From an optimization exercise on the open Yosys and OpenROAD flow, aimed at small area, a short achievable clock period and few clock cycles per item; shortcuts taken in it are not production practice. Only simulation tests tie the RTL to the original design; equivalence was not proved. Power and IR drop assume default switching activity.

File: flow/run.sh
#!/bin/bash
# synth_recipe.tcl (not shown) runs the flow's synth.tcl, then flattens the netlist and writes it again
# the make line also repeats each setting of config.mk as NAME=value (left out here)
make -C /OpenROAD-flow-scripts/flow DESIGN_CONFIG=/design/flow/config.mk WORK_HOME=/design/flow/orfs CLKGATE_MAP_FILE= SYNTH_SCRIPT=/design/flow/synth_recipe.tcl finish
File: flow/config.mk
export PLATFORM = sky130hd
export DESIGN_NAME = dxt1_dxt5_block_decoder_core
export DESIGN_NICKNAME = dxt1_dxt5_block_decoder_core
export VERILOG_FILES = /design/flow/design.v
export SDC_FILE = /design/flow/constraint.sdc
export NUM_CORES = 4
export LEC_CHECK = 0
export CAP_MARGIN = 20
export CORE_MARGIN = 2
export CORE_UTILIZATION = 40
export SLEW_MARGIN = 20
File: flow/constraint.sdc
create_clock -name core_clock -period 9.0 [get_ports {i_clk}]
set_input_delay 1.8000 -clock core_clock [delete_from_list [all_inputs] [get_ports {i_clk}]]
set_output_delay 1.8000 -clock core_clock [all_outputs]
set_load 0.01 [all_outputs]
File: flow/design.v
`timescale 1ns / 1ps
package dxtdec_pkg;
    localparam int PIX_IDX_W = 24;
    localparam logic [1:0] CFG_IDX_FORMAT = 2'd0;
    localparam logic [1:0] CFG_IDX_WIDTH  = 2'd1;
    localparam logic [1:0] CFG_IDX_HEIGHT = 2'd2;
    typedef struct packed {
        logic        fmt_dxt5;
        logic [12:0] width;
        logic [12:0] height;
    } t_cfg;
    typedef struct packed {
        logic [3:0][31:0]          pal;
        logic [7:0][7:0]           apal;
        logic [31:0]               cidx;
        logic [47:0]               aidx;
        logic                      dxt5;
        logic [PIX_IDX_W-1:0]      base;
        logic [PIX_IDX_W-1:0]      step;
        logic                      last_img;
    } t_blk;
    typedef struct packed {
        logic full;
        logic empty;
    } t_q_stat;
endpackage
`timescale 1ns / 1ps
module dxt1_dxt5_block_decoder_core #(
    parameter int MAX_DIMENSION = 4096
) (
    input  logic         i_clk,
    input  logic         i_rst_n,
    input  logic         i_cfg_valid,
    output logic         o_cfg_ready,
    input  logic [1:0]   i_cfg_index,
    input  logic [12:0]  i_cfg_data,
    input  logic         s_axis_tvalid,
    output logic         s_axis_tready,
    input  logic [127:0] s_axis_tdata,    
    output logic         m_axis_tvalid,
    input  logic         m_axis_tready,
    output logic [55:0]  m_axis_tdata,    
    output logic         m_axis_tlast,
    output logic [0:0]   m_axis_tuser     
);
    function automatic logic [10:0] blkdim(input logic [12:0] v);
        if (v[12]) begin
            blkdim = 11'd1024;
        end else if (v[11:2] == 10'd0) begin
            blkdim = 11'd1;
        end else begin
            blkdim = {1'b0, v[11:2]};
        end
    endfunction
    function automatic logic [23:0] expand565(input logic [15:0] v);
        expand565 = {v[4:0], v[4:2], v[10:5], v[10:9], v[15:11], v[15:13]};
    endfunction
    function automatic logic [8:0] dm3_5(input logic [4:0] v);
        case (v)
            5'd0: dm3_5 = 9'd0;
            5'd1: dm3_5 = 9'd10;
            5'd2: dm3_5 = 9'd21;
            5'd3: dm3_5 = 9'd32;
            5'd4: dm3_5 = 9'd44;
            5'd5: dm3_5 = 9'd54;
            5'd6: dm3_5 = 9'd65;
            5'd7: dm3_5 = 9'd76;
            5'd8: dm3_5 = 9'd88;
            5'd9: dm3_5 = 9'd98;
            5'd10: dm3_5 = 9'd109;
            5'd11: dm3_5 = 9'd120;
            5'd12: dm3_5 = 9'd132;
            5'd13: dm3_5 = 9'd142;
            5'd14: dm3_5 = 9'd153;
            5'd15: dm3_5 = 9'd164;
            5'd16: dm3_5 = 9'd176;
            5'd17: dm3_5 = 9'd186;
            5'd18: dm3_5 = 9'd197;
            5'd19: dm3_5 = 9'd208;
            5'd20: dm3_5 = 9'd220;
            5'd21: dm3_5 = 9'd230;
            5'd22: dm3_5 = 9'd241;
            5'd23: dm3_5 = 9'd252;
            5'd24: dm3_5 = 9'd264;
            5'd25: dm3_5 = 9'd274;
            5'd26: dm3_5 = 9'd285;
            5'd27: dm3_5 = 9'd296;
            5'd28: dm3_5 = 9'd308;
            5'd29: dm3_5 = 9'd318;
            5'd30: dm3_5 = 9'd329;
            5'd31: dm3_5 = 9'd340;
            default: dm3_5 = 9'd0;
        endcase
    endfunction
    function automatic logic [8:0] dm3_6(input logic [5:0] v);
        case (v)
            6'd0: dm3_6 = 9'd0;
            6'd1: dm3_6 = 9'd5;
            6'd2: dm3_6 = 9'd10;
            6'd3: dm3_6 = 9'd16;
            6'd4: dm3_6 = 9'd21;
            6'd5: dm3_6 = 9'd26;
            6'd6: dm3_6 = 9'd32;
            6'd7: dm3_6 = 9'd37;
            6'd8: dm3_6 = 9'd42;
            6'd9: dm3_6 = 9'd48;
            6'd10: dm3_6 = 9'd53;
            6'd11: dm3_6 = 9'd58;
            6'd12: dm3_6 = 9'd64;
            6'd13: dm3_6 = 9'd69;
            6'd14: dm3_6 = 9'd74;
            6'd15: dm3_6 = 9'd80;
            6'd16: dm3_6 = 9'd86;
            6'd17: dm3_6 = 9'd92;
            6'd18: dm3_6 = 9'd97;
            6'd19: dm3_6 = 9'd102;
            6'd20: dm3_6 = 9'd108;
            6'd21: dm3_6 = 9'd113;
            6'd22: dm3_6 = 9'd118;
            6'd23: dm3_6 = 9'd124;
            6'd24: dm3_6 = 9'd129;
            6'd25: dm3_6 = 9'd134;
            6'd26: dm3_6 = 9'd140;
            6'd27: dm3_6 = 9'd145;
            6'd28: dm3_6 = 9'd150;
            6'd29: dm3_6 = 9'd156;
            6'd30: dm3_6 = 9'd161;
            6'd31: dm3_6 = 9'd166;
            6'd32: dm3_6 = 9'd173;
            6'd33: dm3_6 = 9'd178;
            6'd34: dm3_6 = 9'd184;
            6'd35: dm3_6 = 9'd189;
            6'd36: dm3_6 = 9'd194;
            6'd37: dm3_6 = 9'd200;
            6'd38: dm3_6 = 9'd205;
            6'd39: dm3_6 = 9'd210;
            6'd40: dm3_6 = 9'd216;
            6'd41: dm3_6 = 9'd221;
            6'd42: dm3_6 = 9'd226;
            6'd43: dm3_6 = 9'd232;
            6'd44: dm3_6 = 9'd237;
            6'd45: dm3_6 = 9'd242;
            6'd46: dm3_6 = 9'd248;
            6'd47: dm3_6 = 9'd253;
            6'd48: dm3_6 = 9'd260;
            6'd49: dm3_6 = 9'd265;
            6'd50: dm3_6 = 9'd270;
            6'd51: dm3_6 = 9'd276;
            6'd52: dm3_6 = 9'd281;
            6'd53: dm3_6 = 9'd286;
            6'd54: dm3_6 = 9'd292;
            6'd55: dm3_6 = 9'd297;
            6'd56: dm3_6 = 9'd302;
            6'd57: dm3_6 = 9'd308;
            6'd58: dm3_6 = 9'd313;
            6'd59: dm3_6 = 9'd318;
            6'd60: dm3_6 = 9'd324;
            6'd61: dm3_6 = 9'd329;
            6'd62: dm3_6 = 9'd334;
            6'd63: dm3_6 = 9'd340;
            default: dm3_6 = 9'd0;
        endcase
    endfunction
    function automatic logic [5:0] oct7(input logic [5:0] v);
        case (v)
            6'd0: oct7 = 6'd0;
            6'd1: oct7 = 6'd1;
            6'd2: oct7 = 6'd2;
            6'd3: oct7 = 6'd3;
            6'd4: oct7 = 6'd4;
            6'd5: oct7 = 6'd5;
            6'd6: oct7 = 6'd6;
            6'd7: oct7 = 6'd8;
            6'd8: oct7 = 6'd9;
            6'd9: oct7 = 6'd10;
            6'd10: oct7 = 6'd11;
            6'd11: oct7 = 6'd12;
            6'd12: oct7 = 6'd13;
            6'd13: oct7 = 6'd14;
            6'd14: oct7 = 6'd16;
            6'd15: oct7 = 6'd17;
            6'd16: oct7 = 6'd18;
            6'd17: oct7 = 6'd19;
            6'd18: oct7 = 6'd20;
            6'd19: oct7 = 6'd21;
            6'd20: oct7 = 6'd22;
            6'd21: oct7 = 6'd24;
            6'd22: oct7 = 6'd25;
            6'd23: oct7 = 6'd26;
            6'd24: oct7 = 6'd27;
            6'd25: oct7 = 6'd28;
            6'd26: oct7 = 6'd29;
            6'd27: oct7 = 6'd30;
            6'd28: oct7 = 6'd32;
            6'd29: oct7 = 6'd33;
            6'd30: oct7 = 6'd34;
            6'd31: oct7 = 6'd35;
            6'd32: oct7 = 6'd36;
            6'd33: oct7 = 6'd37;
            6'd34: oct7 = 6'd38;
            6'd35: oct7 = 6'd40;
            6'd36: oct7 = 6'd41;
            6'd37: oct7 = 6'd42;
            6'd38: oct7 = 6'd43;
            6'd39: oct7 = 6'd44;
            6'd40: oct7 = 6'd45;
            6'd41: oct7 = 6'd46;
            6'd42: oct7 = 6'd48;
            6'd43: oct7 = 6'd49;
            6'd44: oct7 = 6'd50;
            6'd45: oct7 = 6'd51;
            6'd46: oct7 = 6'd52;
            6'd47: oct7 = 6'd53;
            6'd48: oct7 = 6'd54;
            6'd49: oct7 = 6'd56;
            6'd50: oct7 = 6'd57;
            6'd51: oct7 = 6'd58;
            6'd52: oct7 = 6'd59;
            6'd53: oct7 = 6'd60;
            6'd54: oct7 = 6'd61;
            6'd55: oct7 = 6'd62;
            6'd56: oct7 = 6'd0;
            6'd57: oct7 = 6'd0;
            6'd58: oct7 = 6'd0;
            6'd59: oct7 = 6'd0;
            6'd60: oct7 = 6'd0;
            6'd61: oct7 = 6'd0;
            6'd62: oct7 = 6'd0;
            6'd63: oct7 = 6'd0;
            default: oct7 = 6'd0;
        endcase
    endfunction
    function automatic logic [6:0] hex5(input logic [6:0] v);
        case (v)
            7'd0: hex5 = 7'd0;
            7'd1: hex5 = 7'd1;
            7'd2: hex5 = 7'd2;
            7'd3: hex5 = 7'd3;
            7'd4: hex5 = 7'd4;
            7'd5: hex5 = 7'd8;
            7'd6: hex5 = 7'd9;
            7'd7: hex5 = 7'd10;
            7'd8: hex5 = 7'd11;
            7'd9: hex5 = 7'd12;
            7'd10: hex5 = 7'd16;
            7'd11: hex5 = 7'd17;
            7'd12: hex5 = 7'd18;
            7'd13: hex5 = 7'd19;
            7'd14: hex5 = 7'd20;
            7'd15: hex5 = 7'd24;
            7'd16: hex5 = 7'd25;
            7'd17: hex5 = 7'd26;
            7'd18: hex5 = 7'd27;
            7'd19: hex5 = 7'd28;
            7'd20: hex5 = 7'd32;
            7'd21: hex5 = 7'd33;
            7'd22: hex5 = 7'd34;
            7'd23: hex5 = 7'd35;
            7'd24: hex5 = 7'd36;
            7'd25: hex5 = 7'd40;
            7'd26: hex5 = 7'd41;
            7'd27: hex5 = 7'd42;
            7'd28: hex5 = 7'd43;
            7'd29: hex5 = 7'd44;
            7'd30: hex5 = 7'd48;
            7'd31: hex5 = 7'd49;
            7'd32: hex5 = 7'd50;
            7'd33: hex5 = 7'd51;
            7'd34: hex5 = 7'd52;
            7'd35: hex5 = 7'd56;
            7'd36: hex5 = 7'd57;
            7'd37: hex5 = 7'd58;
            7'd38: hex5 = 7'd59;
            7'd39: hex5 = 7'd60;
            7'd40: hex5 = 7'd64;
            7'd41: hex5 = 7'd65;
            7'd42: hex5 = 7'd66;
            7'd43: hex5 = 7'd67;
            7'd44: hex5 = 7'd68;
            7'd45: hex5 = 7'd72;
            7'd46: hex5 = 7'd73;
            7'd47: hex5 = 7'd74;
            7'd48: hex5 = 7'd75;
            7'd49: hex5 = 7'd76;
            7'd50: hex5 = 7'd80;
            7'd51: hex5 = 7'd81;
            7'd52: hex5 = 7'd82;
            7'd53: hex5 = 7'd83;
            7'd54: hex5 = 7'd84;
            7'd55: hex5 = 7'd88;
            7'd56: hex5 = 7'd89;
            7'd57: hex5 = 7'd90;
            7'd58: hex5 = 7'd91;
            7'd59: hex5 = 7'd92;
            7'd60: hex5 = 7'd96;
            7'd61: hex5 = 7'd97;
            7'd62: hex5 = 7'd98;
            7'd63: hex5 = 7'd99;
            7'd64: hex5 = 7'd100;
            7'd65: hex5 = 7'd104;
            7'd66: hex5 = 7'd105;
            7'd67: hex5 = 7'd106;
            7'd68: hex5 = 7'd107;
            7'd69: hex5 = 7'd108;
            7'd70: hex5 = 7'd112;
            7'd71: hex5 = 7'd113;
            7'd72: hex5 = 7'd114;
            7'd73: hex5 = 7'd115;
            7'd74: hex5 = 7'd116;
            7'd75: hex5 = 7'd120;
            7'd76: hex5 = 7'd121;
            7'd77: hex5 = 7'd122;
            7'd78: hex5 = 7'd123;
            7'd79: hex5 = 7'd124;
            7'd80: hex5 = 7'd0;
            7'd81: hex5 = 7'd0;
            7'd82: hex5 = 7'd0;
            7'd83: hex5 = 7'd0;
            7'd84: hex5 = 7'd0;
            7'd85: hex5 = 7'd0;
            7'd86: hex5 = 7'd0;
            7'd87: hex5 = 7'd0;
            7'd88: hex5 = 7'd0;
            7'd89: hex5 = 7'd0;
            7'd90: hex5 = 7'd0;
            7'd91: hex5 = 7'd0;
            7'd92: hex5 = 7'd0;
            7'd93: hex5 = 7'd0;
            7'd94: hex5 = 7'd0;
            7'd95: hex5 = 7'd0;
            7'd96: hex5 = 7'd0;
            7'd97: hex5 = 7'd0;
            7'd98: hex5 = 7'd0;
            7'd99: hex5 = 7'd0;
            7'd100: hex5 = 7'd0;
            7'd101: hex5 = 7'd0;
            7'd102: hex5 = 7'd0;
            7'd103: hex5 = 7'd0;
            7'd104: hex5 = 7'd0;
            7'd105: hex5 = 7'd0;
            7'd106: hex5 = 7'd0;
            7'd107: hex5 = 7'd0;
            7'd108: hex5 = 7'd0;
            7'd109: hex5 = 7'd0;
            7'd110: hex5 = 7'd0;
            7'd111: hex5 = 7'd0;
            7'd112: hex5 = 7'd0;
            7'd113: hex5 = 7'd0;
            7'd114: hex5 = 7'd0;
            7'd115: hex5 = 7'd0;
            7'd116: hex5 = 7'd0;
            7'd117: hex5 = 7'd0;
            7'd118: hex5 = 7'd0;
            7'd119: hex5 = 7'd0;
            7'd120: hex5 = 7'd0;
            7'd121: hex5 = 7'd0;
            7'd122: hex5 = 7'd0;
            7'd123: hex5 = 7'd0;
            7'd124: hex5 = 7'd0;
            7'd125: hex5 = 7'd0;
            7'd126: hex5 = 7'd0;
            7'd127: hex5 = 7'd0;
            default: hex5 = 7'd0;
        endcase
    endfunction
    function automatic logic [2:0] galpha(input logic [6:0] v);
        case (v)
            7'd0: galpha = 3'd0;
            7'd1: galpha = 3'd0;
            7'd2: galpha = 3'd0;
            7'd3: galpha = 3'd0;
            7'd4: galpha = 3'd0;
            7'd5: galpha = 3'd0;
            7'd6: galpha = 3'd0;
            7'd7: galpha = 3'd0;
            7'd8: galpha = 3'd0;
            7'd9: galpha = 3'd0;
            7'd10: galpha = 3'd0;
            7'd11: galpha = 3'd0;
            7'd12: galpha = 3'd0;
            7'd13: galpha = 3'd1;
            7'd14: galpha = 3'd1;
            7'd15: galpha = 3'd1;
            7'd16: galpha = 3'd0;
            7'd17: galpha = 3'd0;
            7'd18: galpha = 3'd0;
            7'd19: galpha = 3'd1;
            7'd20: galpha = 3'd1;
            7'd21: galpha = 3'd2;
            7'd22: galpha = 3'd2;
            7'd23: galpha = 3'd2;
            7'd24: galpha = 3'd0;
            7'd25: galpha = 3'd0;
            7'd26: galpha = 3'd1;
            7'd27: galpha = 3'd1;
            7'd28: galpha = 3'd2;
            7'd29: galpha = 3'd3;
            7'd30: galpha = 3'd3;
            7'd31: galpha = 3'd4;
            7'd32: galpha = 3'd0;
            7'd33: galpha = 3'd0;
            7'd34: galpha = 3'd1;
            7'd35: galpha = 3'd2;
            7'd36: galpha = 3'd3;
            7'd37: galpha = 3'd4;
            7'd38: galpha = 3'd4;
            7'd39: galpha = 3'd5;
            7'd40: galpha = 3'd0;
            7'd41: galpha = 3'd1;
            7'd42: galpha = 3'd2;
            7'd43: galpha = 3'd3;
            7'd44: galpha = 3'd4;
            7'd45: galpha = 3'd5;
            7'd46: galpha = 3'd6;
            7'd47: galpha = 3'd7;
            7'd48: galpha = 3'd0;
            7'd49: galpha = 3'd1;
            7'd50: galpha = 3'd2;
            7'd51: galpha = 3'd3;
            7'd52: galpha = 3'd4;
            7'd53: galpha = 3'd6;
            7'd54: galpha = 3'd7;
            7'd55: galpha = 3'd0;
            7'd56: galpha = 3'd0;
            7'd57: galpha = 3'd1;
            7'd58: galpha = 3'd2;
            7'd59: galpha = 3'd4;
            7'd60: galpha = 3'd5;
            7'd61: galpha = 3'd7;
            7'd62: galpha = 3'd0;
            7'd63: galpha = 3'd1;
            7'd64: galpha = 3'd0;
            7'd65: galpha = 3'd0;
            7'd66: galpha = 3'd0;
            7'd67: galpha = 3'd0;
            7'd68: galpha = 3'd0;
            7'd69: galpha = 3'd0;
            7'd70: galpha = 3'd0;
            7'd71: galpha = 3'd0;
            7'd72: galpha = 3'd0;
            7'd73: galpha = 3'd1;
            7'd74: galpha = 3'd1;
            7'd75: galpha = 3'd1;
            7'd76: galpha = 3'd1;
            7'd77: galpha = 3'd1;
            7'd78: galpha = 3'd1;
            7'd79: galpha = 3'd1;
            7'd80: galpha = 3'd0;
            7'd81: galpha = 3'd1;
            7'd82: galpha = 3'd1;
            7'd83: galpha = 3'd1;
            7'd84: galpha = 3'd2;
            7'd85: galpha = 3'd2;
            7'd86: galpha = 3'd2;
            7'd87: galpha = 3'd2;
            7'd88: galpha = 3'd0;
            7'd89: galpha = 3'd1;
            7'd90: galpha = 3'd1;
            7'd91: galpha = 3'd2;
            7'd92: galpha = 3'd2;
            7'd93: galpha = 3'd3;
            7'd94: galpha = 3'd3;
            7'd95: galpha = 3'd3;
            7'd96: galpha = 3'd0;
            7'd97: galpha = 3'd1;
            7'd98: galpha = 3'd2;
            7'd99: galpha = 3'd2;
            7'd100: galpha = 3'd3;
            7'd101: galpha = 3'd3;
            7'd102: galpha = 3'd4;
            7'd103: galpha = 3'd4;
            7'd104: galpha = 3'd0;
            7'd105: galpha = 3'd1;
            7'd106: galpha = 3'd2;
            7'd107: galpha = 3'd3;
            7'd108: galpha = 3'd3;
            7'd109: galpha = 3'd4;
            7'd110: galpha = 3'd5;
            7'd111: galpha = 3'd5;
            7'd112: galpha = 3'd0;
            7'd113: galpha = 3'd1;
            7'd114: galpha = 3'd2;
            7'd115: galpha = 3'd3;
            7'd116: galpha = 3'd4;
            7'd117: galpha = 3'd5;
            7'd118: galpha = 3'd6;
            7'd119: galpha = 3'd6;
            7'd120: galpha = 3'd0;
            7'd121: galpha = 3'd1;
            7'd122: galpha = 3'd2;
            7'd123: galpha = 3'd3;
            7'd124: galpha = 3'd4;
            7'd125: galpha = 3'd5;
            7'd126: galpha = 3'd6;
            7'd127: galpha = 3'd7;
            default: galpha = 3'd0;
        endcase
    endfunction
    function automatic logic [8:0] dm57(input logic [7:0] d, input logic seven);
        logic [5:0] s1, s0;
        logic [6:0] h1, h0;
        s1 = oct7({1'b0, d[7:6], d[5:3]});
        s0 = oct7({s1[2:0], d[2:0]});
        h1 = hex5({3'd0, d[7:4]});
        h0 = hex5({h1[2:0], d[3:0]});
        if (seven) begin
            dm57 = {s1[5:3], s0[5:3], s0[2:0]};
        end else begin
            dm57 = {h1[4:3], h0[6:3], h0[2:0]};
        end
    endfunction
    logic        r_fmt;
    logic [10:0] r_bw, r_bh;
    assign o_cfg_ready = 1'b1;
    always_ff @(posedge i_clk) begin
        if (!i_rst_n) begin
            r_fmt <= 1'b0;
            r_bw  <= 11'd1;
            r_bh  <= 11'd1;
        end else if (i_cfg_valid) begin
            if (i_cfg_index == 2'd0) r_fmt <= i_cfg_data[0];
            if (i_cfg_index == 2'd1) r_bw  <= blkdim(i_cfg_data);
            if (i_cfg_index == 2'd2) r_bh  <= blkdim(i_cfg_data);
        end
    end
    logic [9:0]   r_col, r_row;
    logic [19:0]  r_rbq;           
    logic         r_busy;          
    logic [3:0]   r_it;
    logic         r_rdy;           
    logic         r_bv;            
    logic [63:0]  r_lo, r_hi;
    logic         r_bfmt;
    logic [10:0]  r_bbw;
    logic         r_lc, r_lr;
    logic [3:0]   r_k;             
    logic         r_cv;
    logic [23:0]  r_crgb;
    logic [2:0]   r_cai;
    logic         r_czero;
    logic         r_pdxt5;
    logic         r_pseven;
    logic [7:0]   r_pa0;           
    logic [5:0]   r_pq;
    logic [2:0]   r_pr;
    logic         r_ov;
    logic [31:0]  r_rgba;
    logic [21:0]  r_idx;
    logic [3:0]   r_ok;            
    logic         r_blast;         
    logic w_acc, w_go, w_sel, w_first, w_pend, w_wwrite, w_bset, w_step;
    logic w_bv_n, w_busy_n;
    logic [19:0] w_aug, w_add, w_sum;
    logic [10:0] w_col1, w_row1;
    assign w_acc    = s_axis_tvalid && r_rdy;
    assign w_go     = r_cv && (!r_ov || m_axis_tready);
    assign w_sel    = r_bv && (!r_cv || w_go);
    assign w_first  = w_go && (r_ok == 4'd0);
    assign w_pend   = (r_bv && r_k == 4'd0) || (r_cv && r_ok == 4'd0);
    assign w_wwrite = i_cfg_valid && (i_cfg_index == 2'd1);
    assign w_bset   = w_wwrite && ((r_row != 10'd0) || r_bv || r_cv || w_acc);
    assign w_step   = r_busy && !w_pend;
    assign w_col1 = {1'b0, r_col} + 11'd1;
    assign w_row1 = {1'b0, r_row} + 11'd1;
    assign w_aug = w_step ? {r_rbq[18:0], 1'b0} : r_rbq;
    assign w_add = w_step ? ((r_it != 4'd10 && r_row[r_it]) ? 20'(r_bw) : 20'd0) : 20'(r_bbw);
    assign w_sum = w_aug + w_add;
    assign w_bv_n   = w_acc ? 1'b1 : (w_sel && r_k == 4'd15) ? 1'b0 : r_bv;
    assign w_busy_n = w_bset ? 1'b1 : (w_step && r_it == 4'd0) ? 1'b0 : r_busy;
    always_ff @(posedge i_clk) begin
        if (!i_rst_n) begin
            r_col  <= 10'd0;
            r_row  <= 10'd0;
            r_rbq  <= 20'd0;
            r_busy <= 1'b0;
            r_it   <= 4'd0;
            r_rdy  <= 1'b1;
            r_bv   <= 1'b0;
            r_k    <= 4'd0;
            r_cv   <= 1'b0;
            r_ok   <= 4'd0;
            r_ov   <= 1'b0;
        end else begin
            r_bv   <= w_bv_n;
            r_busy <= w_busy_n;
            r_rdy  <= !w_bv_n && !w_busy_n;
            if (w_sel) r_k <= r_k + 4'd1;
            r_cv <= w_sel || (r_cv && !w_go);
            if (w_go) r_ok <= r_ok + 4'd1;
            r_ov <= w_go || (r_ov && !m_axis_tready);
            if (w_bset) begin
                r_it <= 4'd10;
            end else if (w_step) begin
                r_it <= r_it - 4'd1;
                r_rbq <= (r_it == 4'd10) ? 20'd0 : w_sum;
            end
            if (w_first) begin
                if (r_lc) begin
                    r_col <= 10'd0;
                    if (r_lr) begin
                        r_row <= 10'd0;
                        r_rbq <= 20'd0;
                    end else begin
                        r_row <= w_row1[9:0];
                        r_rbq <= w_sum;
                    end
                end else begin
                    r_col <= w_col1[9:0];
                end
            end
        end
    end
    always_ff @(posedge i_clk) begin
        if (r_rdy) begin
            r_lo   <= s_axis_tdata[63:0];
            r_hi   <= s_axis_tdata[127:64];
            r_bfmt <= r_fmt;
            r_bbw  <= r_bw;
            r_lc   <= (w_col1 >= r_bw);
            r_lr   <= (w_row1 >= r_bh);
        end
    end
    logic [63:0] w_cw;
    logic [15:0] w_c0, w_c1;
    logic [23:0] w_e0, w_e1;
    logic [1:0]  w_ci;
    logic        w_four, w_zero, w_sx, w_sy;
    logic [23:0] w_rgb;
    logic [8:0]  w_d0, w_d1, w_dx, w_dy;
    logic [7:0]  w_ex, w_ey;
    logic [1:0]  w_f;
    logic [2:0]  w_f3;
    logic [8:0]  w_o1, w_o2, w_s9;
    logic [2:0]  w_ai;
    always_comb begin
        w_cw   = r_bfmt ? r_hi : r_lo;
        w_c0   = w_cw[15:0];
        w_c1   = w_cw[31:16];
        w_e0   = expand565(w_c0);
        w_e1   = expand565(w_c1);
        w_ci   = w_cw[32 + 2 * r_k +: 2];
        w_ai   = r_lo[16 + 3 * r_k +: 3];
        w_four = r_bfmt || (w_c0 > w_c1);
        w_zero = !w_four && (w_ci == 2'd3);
        w_sx   = w_ci[0];
        w_sy   = w_ci[0] ^ w_ci[1];
        for (int ch = 0; ch < 3; ch++) begin
            if (ch == 1) begin
                w_d0 = dm3_6(w_c0[10:5]);
                w_d1 = dm3_6(w_c1[10:5]);
            end else if (ch == 0) begin
                w_d0 = dm3_5(w_c0[15:11]);
                w_d1 = dm3_5(w_c1[15:11]);
            end else begin
                w_d0 = dm3_5(w_c0[4:0]);
                w_d1 = dm3_5(w_c1[4:0]);
            end
            w_dx = w_sx ? w_d1 : w_d0;
            w_dy = w_sy ? w_d1 : w_d0;
            w_ex = w_sx ? w_e1[ch*8 +: 8] : w_e0[ch*8 +: 8];
            w_ey = w_sy ? w_e1[ch*8 +: 8] : w_e0[ch*8 +: 8];
            w_f3 = {w_dx[1:0], 1'b0} + {1'b0, w_dy[1:0]};
            w_f  = (w_f3 >= 3'd6) ? 2'd2 : (w_f3 >= 3'd3) ? 2'd1 : 2'd0;
            if (w_four) begin
                w_o1 = {1'b0, w_dx[8:2], 1'b0};
                w_o2 = {2'b00, w_dy[8:2]} + {7'd0, w_f};
            end else begin
                w_o1 = {1'b0, w_ex};
                w_o2 = {1'b0, w_ey};
            end
            w_s9 = w_o1 + w_o2;
            if (w_zero) begin
                w_rgb[ch*8 +: 8] = 8'd0;
            end else if (w_four) begin
                w_rgb[ch*8 +: 8] = w_s9[7:0];
            end else begin
                w_rgb[ch*8 +: 8] = w_s9[8:1];
            end
        end
    end
    logic [7:0] w_a0, w_a1, w_ad;
    logic       w_seven;
    logic [8:0] w_qr;
    always_comb begin
        w_a0    = r_lo[7:0];
        w_a1    = r_lo[15:8];
        w_seven = w_a0 > w_a1;
        w_ad    = w_seven ? (w_a0 - w_a1) : (w_a1 - w_a0);
        w_qr    = dm57(w_ad, w_seven);
    end
    always_ff @(posedge i_clk) begin
        if (w_sel) begin
            r_crgb  <= w_rgb;
            r_cai   <= w_ai;
            r_czero <= w_zero;
            if (r_k == 4'd0) begin
                r_pdxt5  <= r_bfmt;
                r_pseven <= w_seven;
                r_pa0    <= w_seven ? ~w_a0 : w_a0;
                r_pq     <= w_qr[8:3];
                r_pr     <= w_qr[2:0];
            end
        end
    end
    logic [2:0] w_j;
    logic [2:0] w_g;
    logic [7:0] w_z, w_alpha;
    always_comb begin
        case (r_cai)
            3'd0:    w_j = 3'd0;
            3'd1:    w_j = r_pseven ? 3'd7 : 3'd5;
            default: w_j = r_cai - 3'd1;
        endcase
        w_g  = galpha({r_pseven, w_j, r_pr});
        w_z  = r_pa0 + (w_j[0] ? 8'(r_pq) : 8'd0) + (w_j[1] ? 8'({r_pq, 1'b0}) : 8'd0)
             + (w_j[2] ? 8'({r_pq, 2'b00}) : 8'd0) + 8'(w_g);
        if (!r_pdxt5) begin
            w_alpha = r_czero ? 8'd0 : 8'd255;
        end else if (!r_pseven && r_cai == 3'd6) begin
            w_alpha = 8'd0;
        end else if (!r_pseven && r_cai == 3'd7) begin
            w_alpha = 8'd255;
        end else begin
            w_alpha = r_pseven ? ~w_z : w_z;
        end
    end
    always_ff @(posedge i_clk) begin
        if (w_go) begin
            r_rgba <= {w_alpha, r_crgb};
            if (r_ok == 4'd0) begin
                r_idx   <= {r_rbq, 2'b00} + 22'(r_col);
                r_blast <= r_lc && r_lr;
            end else if (r_ok[1:0] == 2'd0) begin
                r_idx <= r_idx + 22'(r_bbw);
            end
        end
    end
    assign s_axis_tready = r_rdy;
    assign m_axis_tvalid = r_ov;
    assign m_axis_tdata  = {r_idx, r_ok[1:0] - 2'd1, r_rgba};
    assign m_axis_tlast  = (r_ok == 4'd0);
    assign m_axis_tuser  = (r_ok == 4'd0) && r_blast;
endmodule
==> results.txt <==
-- through the flow --
stage / area [sq um] / power, mW / hold WS [ns] / cells
6_report: 28800 / 7.963 / 0.4231 / 3625
5_1_grt: 28800 / 8.595 / 0.4345 / 3622
3_3_place_gp: 27460 / 6.229 / 0.4057 / 3552
2_1_floorplan: 24800 / 5.323 / 0.4003 / 2687
3_5_place_dp: 27470 / 6.326 / 0.4092 / 3552
4_1_cts: 28790 / 8.003 / 0.4270 / 3622
-- final cells by class --
cell class                 instances  area share (%)
antenna                            3         0.02606
clock buffer                      50           3.675
clock inverter                    20          0.9035
inverter                         172           2.241
multi-input combinational       2027           50.71
sequential                       324           31.02
tap                              790           3.432
timing repair buffer             239           8.001
-- worst max-delay path, stage by stage, from the launching register on --
cell	delay (ns)
edfxtp_1	0.98
buf_4	0.43
mux2i_1	0.68
inv_1	0.31
ha_1	0.44
nand2_1	0.17
o21ai_0	0.13
a221o_1	0.34
nand2_1	0.06
o21ai_0	0.11
mux2_2	0.29
ha_1	0.21
xor2_1	0.24
mux2i_1	0.22
ha_1	0.22
fa_1	0.42
a21o_1	0.19
ha_1	0.28
a21o_1	0.18
a21oi_1	0.22
o21bai_1	0.09
a21oi_1	0.22
o21bai_1	0.09
a21oi_1	0.19
xnor2_1	0.16
nand2_1	0.09
o21ai_0	0.16
-- sequential cells by signal, indices dropped and copies added (netlist names), 3 cells and up --
| name | cells |
|---|---|
| r_hi | 64 |
| r_lo | 64 |
| r_rgba | 32 |
| r_crgb | 24 |
| r_idx | 22 |
| r_rbq | 20 |
| r_bbw | 11 |
| r_bh | 11 |
| r_bw | 11 |
| r_col | 10 |
| r_row | 10 |
| r_pa0 | 8 |
| r_pq | 6 |
| r_it | 4 |
| r_k | 4 |
| r_ok | 4 |
| r_cai | 3 |
| r_pr | 3 |
-- placed cells by master (no fill, tap or decap), types with 42 or more instances in the layout --
master and count:
mux2i_1 57, nand3_1 51, a21o_1 45, xnor2_1 92
nor2_1 167, a21oi_1 167, clkdlybuf4s50_1 205, o21ai_0 188
ha_1 196, edfxtp_1 244, inv_1 163, nor2b_1 57
mux4_2 49, dfxtp_1 78, a211oi_1 42, xor2_1 45
nand2_1 352
-- cells by family after synthesis --
family,Yosys count,share of synthesized area (%)
buf+inv,336,5.297
compound gates,727,18.93
other cells,1,0.01512
fa+ha+maj,223,12.00
mux,127,7.728
simple gates,810,15.02
flops,324,36.00
xor+xnor,139,5.014
-- worst paths after layout --
check | from | to | slack, ns | cells past startpoint
worst min register to register | r_crgb[17]$_SDFFCE_PP0P_ | r_rgba[17]$_DFFE_PP_ | 0.42 | 0
worst min-delay path | r_crgb[17]$_SDFFCE_PP0P_ | r_rgba[17]$_DFFE_PP_ | 0.42 | 0
worst max register to register | r_bfmt$_DFFE_PP_ | r_crgb[14]$_SDFFCE_PP0P_ | 1.72 | 26
worst max-delay path | r_bfmt$_DFFE_PP_ | r_crgb[14]$_SDFFCE_PP0P_ | 1.72 | 26
-- per-layer routing --
metal	wire length (um)	track usage [%]	vias to the layer above	share of wire [%]
li1	-	-	9938	-
met1	30240	26.98	9896	43
met2	34260	37.68	585	49
met3	3080	2.508	106	4.4
met4	2042	7.253	2	2.9
met5	17	0	-	0.024
-- power by group through the flow --
stage               combinational (mW)  sequential [mW]  clock [mW]
floorplan                         3.28             2.05           0
global placement                  4.12             2.11           0
detailed placement                4.21             2.12           0
CTS                               4.24             2.09        1.68
global route                      4.76             2.10        1.73
finish                            4.25             2.08        1.64
==> impl_metrics.sql <==
INSERT INTO impl_metrics (metric_group, metric, value, unit) VALUES
('clock_network', 'cts_max_path_buffers', '3', ''),
('timing', 'rsz0062_at_grt', 'false', ''),
('timing', 'final.setup.tns', '0', 'ns'),
('placed_design', 'detailedPlacementHpwl', '51720', 'um'),
('layout', 'fillerInstances', '5747', ''),
('layout', 'sequential_cell_area', '8934', 'sq um'),
('timing', 'final_min_period_over_clock_period', '80.91', '%'),
('clock_network', 'resized_cells_post_cts', '0', ''),
('synth', 'synth_top_flop_cell', 'edfxtp_1', ''),
('setup_path', 'path_max_fanout', '18', ''),
('outcome', 'outcome', 'timing/DRC/antenna clean', ''),
('timing', 'endpoints_failing_hold', '0', ''),
('synth', 'synth.yosys.seq_area_share', '36.00', '%'),
('die', 'core-area', '61480', 'sq um'),
('power_and_ir_drop', 'clock_power_share', '20.6', '%'),
('die', 'area_of_the_die', '64010', 'sq um'),
('synth', 'synth_nets', '3057', ''),
('clock_network', 'cts.sinks', '324', ''),
('route', 'post-route-drc-count', '0', ''),
('die', 'fp-row-count', '91', ''),
('setup_path', 'worst-endpoint-arrival', '7.67', 'ns'),
('setup_path', 'critical_path.endpoint_type', 'flop', ''),
('synth', 'postSynthRegisterBits', '324', ''),
('die', 'horizontal_die_dimension', '253.0', 'um'),
('clock_network', 'tritoncts', 'built', ''),
('power_and_ir_drop', 'vdd.ir_drop.worst', '0.0001363', 'V'),
('synth', 'synth_top_cells_by_area', 'edfxtp_1 30%, ha_1 9.9%, dfxtp_1 6.5%', ''),
('route', 'drt_wl_total', '69650', 'um'),
('route', 'vias_per_cell', '5.663', ''),
('die', 'design.portCount', '209', ''),
('clock_network', 'post_cts_buffers', '0', ''),
('route', 'vias_after_detailed_routing', '20530', ''),
('clock_network', 'postCtsHoldBufs', '0', ''),
('power_and_ir_drop', 'power.net_switching', '3.288', 'mW'),
('grt', 'grt_usage', '21.35', '%'),
('layout', 'num-nets-final', '3172', ''),
('timing', 'worst_pin_slew', '1.046', 'ns'),
('clock_network', 'cts-root-buf', 'clkbuf_16', ''),
('timing', 'final-max-slew-violation-count', '0', ''),
('synth', 'yosys.cell_count.top_type', 'nand2_1', ''),
('synth', 'syn-mean-instance-area', '9.231', 'sq um'),
('placed_design', 'pre_cts_ws', '1.716', 'ns'),
('synth', 'syn-cell-area', '24800', 'sq um'),
('power_and_ir_drop', 'p_sw_share', '41.29', '%'),
('timing', 'timing.final.ws_setup', '1.718', 'ns'),
('job', 'cap_viol_max_count', '0', ''),
('grt', 'gr-total-overflow', '0', ''),
('synth', 'synth_largest_area_cell', 'edfxtp_1', ''),
('route', 'routedWlPerCell', '19.21', 'um'),
('placed_design', 'portBuffers', '206', ''),
('clock_network', 'cts_max_level', '2', ''),
('synth', 'synth_enable_flop_cells', '244', ''),
('timing', 'headroom_to_the_max_slew_limit', '30.17', '%'),
('die', 'start_util', '40.34', '%'),
('hold_path', 'holdCritPathClass', 'flop to flop', ''),
('clock_network', 'clkLatencyLatePin', '0.57', 'ns'),
('setup_path', 'start_kind', 'flop', ''),
('route', 'detailedRoute.firstPassIterationCount', '5', ''),
('setup_path', 'worst-setup-path-type', 'flop to flop', ''),
('layout', 'multiInputGateArea', '14610', 'sq um'),
('synth', 'yosys_warnings', '1', ''),
('power_and_ir_drop', 'share_of_total_power_in_combinational_logic', '53.4', '%'),
('timing', 'worst_clk_skew', '0.02452', 'ns'),
('timing', 'max_clock_freq', '0.1373', 'GHz'),
('synth', 'async_flop_share', '0', '%'),
('grt', 'grt_first_pass_wirelength', '108800', 'um'),
('setup_path', 'required', '9.39', 'ns'),
('power_and_ir_drop', 'power_density', '276.5', 'nW/um^2'),
('timing', 'endpoints_failing_setup', '0', ''),
('power_and_ir_drop', 'power_leakage', '11.14', 'nW'),
('layout', 'areaGrowthSynthToFinish', '16.13', '%');
Testbench counts, summed over its fixed seeds: cycles 17,440, items 16,384.

## port drivers added, routing unchanged
Ports are ideal in the flow. The routed layout listed here was re-timed in OpenROAD. Step 1 sets driving cells, clkbuf_16 on the clock port and buf_2 on the other inputs (assumed; they add their load-dependent delay and slew). Step 2 times the ports against the registers' clock, not the clock port: input delays grow and output delays shrink by t, the midpoint of the rising clock arrivals with the driver on. a / b / c = ideal / step 1 / step 2; a / b = the first two.
t (ns): 0.619
slack for setup (ns): 1.718 / 1.718 / 1.718
hold slack, ns: 0.423 / 0.423 / 0.423
worst slew at a driven data input, ns: 0.09
cell pins on the clock port's net: 1
After both steps setup and hold are still met in this run. The setup slack of this run moves by 0.000 ns with the drivers and by 0.000 ns with both steps.
